From an optimization exercise on the open Yosys and OpenROAD flow, aimed at small area and a short achievable clock period; shortcuts taken in it are not production practice. Function not checked in this run: the RTL went through the layout flow alone. No activity file was given, so power comes from the tool's default toggle rates.

==> design/flow/design.v <==
module quire_acc_writer (
    input  logic                     clk,
    input  logic                     rst_n,
    input  logic                     in_valid,
    output logic                     in_ready,
    input  logic [63:0]              in_mag,
    input  logic                     in_sign,
    input  logic [8:0]               in_off,
    input  logic                     flush,
    output logic                     csa_enable,
    input  logic [1:0]               adr_even,
    input  logic [1:0]               adr_odd,
    output logic [79:0]              frac_even,
    output logic [79:0]              frac_odd,
    input  logic                     rd_finish,
    output logic                     busy,
    output logic                     ovf,
    output logic                     guard_full
);
    typedef enum logic [1:0] {ACCUM, FLUSH_WAIT, DRAIN, CLEAR} state_t;
    state_t        state_q, state_d;
    logic          in_ready_q;
    logic          csa_enable_q;
    logic          ovf_q;
    logic          s1_v_q;
    logic [63:0]   s1_mag_q;
    logic          s1_sign_q;
    logic [8:0]    s1_off_q;
    logic          s2_v_q;
    logic [63:0]   s2_eop_q, s2_oop_q;
    logic          s2_sign_q;
    logic [1:0]    s2_ea_q, s2_oa_q;
    logic          s2_drop_q;
    logic [79:0]   even_q [4];
    logic [79:0]   odd_q  [4];
    logic          accept;
    logic [127:0]  w;
    logic          clr;
    logic [79:0]   e_rd, o_rd, e_sum, o_sum, e_wd, o_wd;
    logic [3:0]    e_we, o_we;
    assign accept = in_valid & in_ready_q;
    assign guard_full = 1'b0;
    always_comb begin
        state_d = state_q;
        case (state_q)
            ACCUM:      if (flush)     state_d = FLUSH_WAIT;
            FLUSH_WAIT: if (!s1_v_q)   state_d = DRAIN;
            DRAIN:      if (rd_finish) state_d = CLEAR;
            CLEAR:                     state_d = ACCUM;
            default:                   state_d = ACCUM;
        endcase
    end
    always_ff @(posedge clk or negedge rst_n) begin
        if (!rst_n) begin
            state_q      <= ACCUM;
            in_ready_q   <= 1'b1;
            csa_enable_q <= 1'b1;
            s1_v_q       <= 1'b0;
            s2_v_q       <= 1'b0;
        end else begin
            state_q      <= state_d;
            in_ready_q   <= (state_d == ACCUM);
            csa_enable_q <= (state_d != DRAIN) && (state_d != CLEAR);
            s1_v_q       <= accept;
            s2_v_q       <= s1_v_q;
        end
    end
    assign w = {64'b0, s1_mag_q} << s1_off_q[5:0];
    always_ff @(posedge clk) begin
        s1_mag_q  <= in_mag;
        s1_sign_q <= in_sign;
        s1_off_q  <= in_off;
        s2_sign_q <= s1_sign_q;
        s2_eop_q  <= s1_off_q[6] ? w[127:64] : w[63:0];
        s2_oop_q  <= s1_off_q[6] ? w[63:0]   : w[127:64];
        s2_oa_q   <= s1_off_q[8:7];
        s2_ea_q   <= s1_off_q[8:7] + {1'b0, s1_off_q[6]};
        s2_drop_q <= (s1_off_q[8:6] == 3'd7);
    end
    assign clr = (state_q == CLEAR);
    assign e_rd = even_q[s2_ea_q];
    assign o_rd = odd_q[s2_oa_q];
    assign e_sum = e_rd + {{16{s2_sign_q}}, s2_eop_q ^ {64{s2_sign_q}}} + {79'b0, s2_sign_q};
    assign o_sum = o_rd + {{16{s2_sign_q}}, s2_oop_q ^ {64{s2_sign_q}}} + {79'b0, s2_sign_q};
    assign e_wd = clr ? 80'b0 : e_sum;
    assign o_wd = clr ? 80'b0 : o_sum;
    always_comb begin
        for (int i = 0; i < 4; i++) begin
            e_we[i] = clr | (s2_v_q & !s2_drop_q & (s2_ea_q == i[1:0]));
            o_we[i] = clr | (s2_v_q & (s2_oa_q == i[1:0]));
        end
    end
    always_ff @(posedge clk or negedge rst_n) begin
        if (!rst_n) begin
            ovf_q <= 1'b0;
            for (int i = 0; i < 4; i++) begin
                even_q[i] <= '0;
                odd_q[i]  <= '0;
            end
        end else begin
            if (clr) ovf_q <= 1'b0;
            else if (s2_v_q && s2_drop_q && (s2_eop_q != '0)) ovf_q <= 1'b1;
            for (int i = 0; i < 4; i++) begin
                if (e_we[i]) even_q[i] <= e_wd;
                if (o_we[i]) odd_q[i]  <= o_wd;
            end
        end
    end
    assign in_ready   = in_ready_q;
    assign csa_enable = csa_enable_q;
    assign ovf        = ovf_q;
    assign busy       = (state_q != ACCUM) || s1_v_q || s2_v_q;
    assign frac_even  = even_q[adr_even];
    assign frac_odd   = odd_q[adr_odd];
endmodule
==> design/flow/run.sh <==
#!/bin/bash
# synth_recipe.tcl (not shown) runs the flow's synth.tcl, then flattens the netlist and writes it again
# the make line also repeats each setting of config.mk as NAME=value (left out here)
make -C /OpenROAD-flow-scripts/flow DESIGN_CONFIG=/design/flow/config.mk WORK_HOME=/design/flow/orfs CLKGATE_MAP_FILE= SYNTH_SCRIPT=/design/flow/synth_recipe.tcl finish
==> design/flow/config.mk <==
export PLATFORM = sky130hd
export DESIGN_NAME = quire_acc_writer
export DESIGN_NICKNAME = quire_acc_writer
export VERILOG_FILES = /design/flow/design.v
export SDC_FILE = /design/flow/constraint.sdc
export NUM_CORES = 4
export LEC_CHECK = 0
export ABC_CLOCK_PERIOD_IN_PS = 4000
export CAP_MARGIN = 20
export CORE_MARGIN = 2
export CORE_UTILIZATION = 40
export SETUP_SLACK_MARGIN = 3.0
export SLEW_MARGIN = 20
==> design/flow/constraint.sdc <==
create_clock -name core_clock -period 7.0 [get_ports {clk}]
set_input_delay 1.4000 -clock core_clock [delete_from_list [all_inputs] [get_ports {clk}]]
set_output_delay 1.4000 -clock core_clock [all_outputs]
set_load 0.01 [all_outputs]
==> run summary <==
[worst paths after layout]
| check | from | to | slack (ns) | depth (start not counted) |
|---|---|---|---|---|
| max in group asynchronous | rst_n | even_q[2][75]$_DFFE_PN0P_ | 4.73 | 2 |
| setup / recovery | s2_ea_q[0]$_DFF_P_ | even_q[2][76]$_DFFE_PN0P_ | 2.55 | 18 |
| hold reg to reg | s1_v_q$_DFF_PN0_ | s2_v_q$_DFF_PN0_ | 0.43 | 0 |
| hold / removal | s1_v_q$_DFF_PN0_ | s2_v_q$_DFF_PN0_ | 0.43 | 0 |
| setup reg to reg | s2_ea_q[0]$_DFF_P_ | even_q[2][76]$_DFFE_PN0P_ | 2.55 | 18 |
| min in group asynchronous | rst_n | even_q[1][13]$_DFFE_PN0P_ | 0.74 | 1 |
[sequential cells by signal, summed over array words and instances, names as in the netlist]
| name | cells |
|---|---|
| s2_oa_q | 2 |
| even_q | 320 |
| s2_sign_q | 1 |
| s2_ea_q | 2 |
| odd_q | 320 |
| s1_off_q | 9 |
| s1_sign_q | 1 |
| in_ready_q | 1 |
| csa_enable_q | 1 |
| s2_eop_q | 64 |
| s1_v_q | 1 |
| ovf_q | 1 |
| s2_drop_q | 1 |
| s1_mag_q | 64 |
| state_q | 2 |
| s2_v_q | 1 |
| s2_oop_q | 64 |
[cells in the mapped netlist (all sizes together) (23+ instances only)]
cell type	n
mux4	372
nand4	74
nor3	51
nor4	28
nand2	1041
a21o	68
inv	60
clkbuf	349
nor2b	23
nand3	191
o21bai	43
dfxtp	208
a22o	24
a31oi	27
dfrtp	645
o21a	37
a211oi	41
xnor2	88
xor2	179
nor2	240
mux2i	118
o21ai	669
a21oi	470
ha	158
mux2	49
or3	23
buf	87
[worst max-delay path: cells and delay by family (launching register included)]
| family | cells | cell delay, ns |
|---|---|---|
| xor+xnor | 1 | 0.09 |
| compound gates | 4 | 0.94 |
| buf+inv | 6 | 0.79 |
| simple gates | 5 | 1.26 |
| mux | 1 | 0.54 |
| fa+ha+maj | 1 | 0.30 |
| flops | 1 | 0.38 |
[where the power goes]
| part | total, mW | switching [mW] | internal [mW] |
|---|---|---|---|
| clock network | 5.49 | 2.28 | 3.21 |
| registers | 8.06 | 1.33 | 6.73 |
| logic | 17.6 | 10.2 | 7.39 |
[cell usage in the layout (no fill, tap or decap), types with 26 or more instances in the layout]
cell type / netlist / layout
a21o_1: 68 / 67
a21oi_1: 465 / 348
a21oi_2: 5 / 100
buf_12: 0 / 43
buf_16: 0 / 26
buf_4: 1 / 199
buf_6: 0 / 63
clkbuf_16: 0 / 107
clkdlybuf4s15_1: 0 / 36
clkdlybuf4s50_1: 0 / 86
dfrtp_1: 645 / 645
dfxtp_1: 208 / 197
dlygate4sd2_1: 0 / 65
ha_1: 158 / 55
ha_2: 0 / 35
ha_4: 0 / 68
inv_1: 60 / 57
mux2_2: 49 / 48
mux2i_1: 118 / 116
mux4_2: 372 / 372
nand2_1: 1041 / 1001
nand2_2: 0 / 28
nand3_1: 191 / 175
nand4_1: 74 / 74
nor2_1: 240 / 212
nor3_1: 51 / 33
o21a_1: 37 / 35
o21ai_0: 667 / 485
o21ai_1: 2 / 108
o21ai_2: 0 / 64
o21bai_1: 43 / 38
xnor2_1: 88 / 46
xnor2_2: 0 / 29
xor2_1: 179 / 155
[kinds of logic (layout without fill, tap and decap cells)]
group | Yosys count | after routing
other cells | 1 | 1
buf+inv | 496 | 827
compound gates | 1504 | 1504
mux | 539 | 539
flops | 855 | 855
fa+ha+maj | 160 | 160
xor+xnor | 267 | 267
simple gates | 1774 | 1774
[per-stage QoR]
stage               hold slack (ns)  utilization  area, um^2  std cells  power (mW)
detailed placement            0.403        0.433       56900       7227        22.0
floorplan                     0.309            -       53400       5596        17.1
finish                        0.429        0.514       67600       7682        31.1
global route                  0.426        0.514       67600       7682        32.9
global placement              0.401        0.433       56900       7227        21.8
CTS                           0.422        0.491       64600       7588        29.0
[repair_timing]
action                                 in CTS  in global routing
gates resized for setup                   729                614
cloned                                     25                  4
setup endpoints to repair                 636                467
endpoints found under the hold margin       0                  0
buffers inserted                          155                 90
pin swaps                                 142                228
[cell type report]
class / count / share of cell area
repair buffers: 586 / 0.0960
multi-input cells: 4245 / 0.516
clock buffers: 130 / 0.0420
well taps: 1755 / 0.0325
flip-flops and latches: 855 / 0.302
clock inverters: 51 / 0.00855
inverters: 60 / 0.00333
[per-layer routing]
metal	vias to the layer above	share of wire	GRT usage
li1	20800	-	-
met1	23300	0.42	0.392
met2	2003	0.45	0.426
met3	414	0.083	0.0527
met4	10	0.041	0.103
met5	-	0.00037	0
==> qor.yml <==
finish:
  diodes: 0
  register_area_um2: 20400
  area_delta_synth_final_pct: 27.8
  multi_input_area_um2: 34900
  fillerInstances: 11700
  final_nets: 6088
  drive_above_1_share: 0.272
logic_synthesis:
  synthTopCellsByArea: "dfrtp_1 (30%), mux4_2 (16%), dfxtp_1 (7.9%)"
  yosysTopAreaCellShare: 0.305
  synthFlopType: "dfrtp_1"
  async_flop_share: 0.757
  synth_top_family_by_area: "multiplexers"
  synth_compound_area_frac: 0.162
  syn_area_um2: 52900
  synth_top_cell_by_area: "dfrtp_1"
  ys_types: 82
  yosys.area_share.simple: 0.144
  syn_nets: 5839
  ys_seq_area_frac: 0.385
  synthXorXnorAreaFrac: 0.0442
  yosys_warnings: 3
  syn_inst: 5596
  yosys.area_share.adder: 0.0381
  synth_mux_area_frac: 0.191
  synth-seq-cells: 855
  avgSynthCellArea_um2: 9.46
  synth_edf_count: 0
die:
  dieArea_um2: 135000
  std_cell_rows: 133
  core_area_um2: 131000
  initial_utilization: 0.403
  io_pins: 248
  dieWidth_um: 368
  die_h_um: 368
cts:
  cts-root-buf: "clkbuf_16"
  clkLatencyLatePin_ns: 0.73
  clk_pin_slew_ns: 0.06
  cts_tree: "built"
  clockBufferDepth: 3
  numCtsBuffers: 97
  hold_buffers: 0
  cts_sinks: 855
  clock_tree.htree_level_count: 3
global_routing:
  antenna_found_initial: 8
  globalRouteOverflowTotal: 0
  grt_pass1_vias: 44200
  grt_pass1_wl_um: 288000
  grt_max_degree: 166
  track_usage: 0.278
sta:
  finalClockSkew_ns: 0.0287
  fmax_mhz: 225
  grt_setup_unrepaired: "yes"
  slew_headroom: 0.262
  hold_viol_final: 0
  worst_slack_ns: 2.55
  slew_violations: 0
  tns_ns: 0
  finalCritPeriodShare: 0.635
  tightestPinTransition_ns: 1.11
  fin_crit_ns: 4.45
  final-setup-viol-count: 0
routing:
  wirelength_um: 195000
  drc: 0
  vias: 46500
  wl_per_cell_um: 25.4
  dr.first_iter.drc_count: 4623
  drtAntennaViolNets: 0
  dr.pass1.iters: 6
  via_per_inst: 6.06
setup_path:
  cp_cell_sequence: "buf_12 -> buf_12 -> buf_12 -> buf_12 -> buf_6 -> mux4_2 -> ha_4 -> nand4_1 -> or2_4 -> or3_4 -> or4_1 -> a211o_1 -> a31oi_4 -> nor3_4 -> o31ai_2 -> xor2_1 -> buf_4 -> o2bb2ai_2"
  cp.required_ns: 7.57
  crit_path_max_fanout: 7
  end_kind: "register"
  crit_type: "reg2reg"
  worstPathArrival_ns: 5.02
  crit_top_cell: "buf_12"
  worst_path_largest_cell_delay_ns: 0.54
  crit_slowest_cell: "mux4_2"
  start_kind: "register"
placed_design:
  io_buffers: 246
  dp_hpwl_um: 128000
  post-place-ws_ns: 1.72
  gp_congestion: 0.985
worst_hold_path:
  hp-class: "reg2reg"
pwr:
  power.leakage_nw: 28.4
  vdd.ir_drop.worst_v: 0.000283
  p_per_area_nw_per_um2: 460
run:
  cap_viol_max_count: 0
run_status:
  outcome: "complete, no violations"

==> afterwards: timing with drivers on the ports <==
Ports are ideal in the flow. The routed layout listed here was re-timed in OpenROAD.
Step 1: set_driving_cell puts a clkbuf_16 on clk and a buf_2 on each other input, an assumption about the parent block.
Step 2, shift: input delay + t, output delay - t, t = (earliest + latest rising clock arrival at the registers) / 2. This alone moves slack from input paths to output paths.
a / b / c = no drivers / after step 1 / after step 2; a / b = the first two.
shift t [ns]: 0.792
slack for setup (ns): 2.552 / 2.552 / 2.552
worst hold slack (ns): 0.429 / 0.429 / 0.429
latest minus earliest clock arrival (ns): 0.029 / 0.029
slew at the worst register clock pin (ns): 0.07 / 0.07
After both steps this run still meets setup and hold. For this run, drivers alone change the setup slack by 0.000 ns; drivers and shift together by 0.000 ns.
